This is an optimization exercise on Yosys and OpenROAD, whose aim is small area, a short achievable clock period and few clock cycles, not a production implementation.
The RTL was checked by simulation tests, not by an equivalence proof against the original design.
Power and IR drop assume default switching activity.

Setup of run E:
==> flow/design.v (excerpt) <==
module billiard_motion_advance (
    input  logic        aclk,
    input  logic        aresetn,
    input  logic        s_tvalid,
    output logic        s_tready,
    input  logic [47:0] s_tdata,    
    input  logic        s_tuser,    
    output logic        m_tvalid,
    input  logic        m_tready,
    output logic [119:0] m_tdata,   
    output logic        m_tuser,    
    input  logic        cfg_valid,
    output logic        cfg_ready,
    input  logic [2:0]  cfg_index,
    input  logic [31:0] cfg_data
);
For scale: about 210 I/O pins, roughly 47000 sq um of cells after synthesis.
clock: 13.0 ns
lec_check: 0
cap_margin: 20
core_margin: 2
core_utilization: 40
slew_margin: 20
standard.sh (not shown) runs the stock make flow with config.mk's settings and CLKGATE_MAP_FILE= SYNTH_SCRIPT=/design/flow/synth_recipe.tcl, a recipe that flattens the netlist after the stock synthesis.
==> flow/flow/run.sh <==
#!/bin/bash
set -euo pipefail
bash standard.sh SETUP_SLACK_MARGIN=8.7 finish > standard_flow.log 2>&1
Run E finished end to end and its layout was clean on timing, DRC and antenna.
Testbench counts of run E, summed over its fixed seeds: cycles 98,686.
Here is what was changed in the inputs of run B compared with run E.
Settings: PLACE_DENSITY newly set to 0.7; CORE_UTILIZATION changed from 40 to 55.
==> flow/flow/run.sh <==
#!/bin/bash
set -euo pipefail
bash standard.sh SETUP_SLACK_MARGIN=8.5 finish > standard_flow.log 2>&1
Notes after the runs:
Vias: run B below run E
Run B vs. run E: horizontal die dimension decreased about 15%, routed length on met2 now smaller, overall power of the completed layout now sits lower.
| utilization | run B vs run E | 16 points higher |
Relative to run E, final cell count has decreased by 458 in run B.
Run B reached the final stage; the timing, DRC and antenna checks on its layout passed.
Per the comparison of run B with run E, worst setup slack saw a decrease, share of the clock period used by the worst path after layout grew by 1.2 points, part of the power in registers now larger.

---

Setup of build 56:
billiard_motion_advance again, from the RTL that the note above started with.
## billiard_motion_advance
module billiard_motion_advance (
    input  logic        aclk,
    input  logic        aresetn,
    input  logic        s_tvalid,
    output logic        s_tready,
    input  logic [47:0] s_tdata,    
    input  logic        s_tuser,    
    output logic        m_tvalid,
    input  logic        m_tready,
    output logic [119:0] m_tdata,   
    output logic        m_tuser,    
    input  logic        cfg_valid,
    output logic        cfg_ready,
    input  logic [2:0]  cfg_index,
    input  logic [31:0] cfg_data
);
clock: 13.0 ns
lec_check: 0
cap_margin: 20
core_margin: 2
core_utilization: 40
slew_margin: 20
==> flow/flow/run.sh <==
#!/bin/bash
set -euo pipefail
bash standard.sh SETUP_SLACK_MARGIN=9.3 finish > standard_flow.log 2>&1
Testbench counts of build 56, summed over its fixed seeds: cycles 98,686.
Setup changes, build 56 to build 10
==> flow/flow/run.sh <==
#!/bin/bash
set -euo pipefail
bash standard.sh SETUP_SLACK_MARGIN=8.5 finish > standard_flow.log 2>&1
--- outcome ---
Build 10: all stages complete, timing, DRC and antenna checks passed
For build 10, the start point of the critical path was fcfg_reg$_SDFF_PN0_, unlike build 56, where it was upd_sel_reg$_SDFF_PN0_.
Post-place setup slack delta (build 10 − build 56): unfavourable
Build 10 ends up with lower critical path buffer and inverter count than build 56 does.
Compared with build 56, build 10 has less setup slack.
Build 56 ended up with more cell instances than build 10 did.
[inputs] build 11 vs build 10
Settings: putting SETUP_SLACK_MARGIN at 5 where nothing was set.
==> flow/run.sh (new file) <==
#!/bin/bash
# synth_recipe.tcl (not shown) runs the flow's synth.tcl, then flattens the netlist and writes it again
# the make line also repeats each setting of config.mk as NAME=value (left out here)
make -C /OpenROAD-flow-scripts/flow DESIGN_CONFIG=/design/flow/config.mk WORK_HOME=/design/flow/orfs CLKGATE_MAP_FILE= SYNTH_SCRIPT=/design/flow/synth_recipe.tcl finish
removed: flow/flow/run.sh
removed: flow/standard.sh
--- outcome ---
The core of build 11 is less densely filled than that of build 10. For the sequential share of layout area, build 11 came in 1.1 points higher than build 10 did. Of build 11 and build 10, the lower global-route wire length before repair belongs to build 11. Build 11 vs. build 10: worst setup slack after layout went down by 1.76 ns. Compared with build 10, count of clock-buffer cells in the layout in build 11 increased by more than 10%. On routed length per instance: between build 11 and build 10, it ends up lower for build 11. Build 11 reports a lower via count than build 10 does. Build 11 against build 10: clock latency at the later pin of the worst-skew pair decreased 0.02 ns; maximum frequency has decreased.

## what the ideal ports hide
In the flow no input, the clock included, has a driving cell. The finished layouts below were timed again as built, in two steps. Step 1 (the two cells are an assumption about what drives the block):
set clk [get_ports {aclk}]
set_driving_cell -lib_cell sky130_fd_sc_hd__clkbuf_16 $clk
set_driving_cell -lib_cell sky130_fd_sc_hd__buf_2 [delete_from_list [all_inputs] $clk]
Step 2 moves the port delays by t, midway between the first and last clock arrival at a register: inputs arrive t later, outputs are due t later. That takes back most of the time a late clock gives input paths. Slacks: ideal ports / drivers / drivers and shift; pairs: ideal ports / drivers.
| run | t, ns | slack for setup (ns) | latest minus earliest clock arrival (ns) |
|---|---|---|---|
| run E | 0.744 | 8.567 / 8.488 / 8.066 | 0.038 / 0.038 |
| run B | 0.714 | 8.408 / 8.423 / 7.724 | 0.023 / 0.023 |
| build 56 | 0.729 | 8.608 / 8.555 / 8.387 | 0.056 / 0.056 |
| build 10 | 0.738 | 8.501 / 8.477 / 7.894 | 0.061 / 0.061 |
| build 11 | 0.734 | 6.744 / 6.744 / 6.744 | 0.043 / 0.042 |
After both steps every run listed still meets setup and hold. The setup slack of run B, which loses most, moves by +0.015 ns with the drivers and by -0.684 ns with both steps.
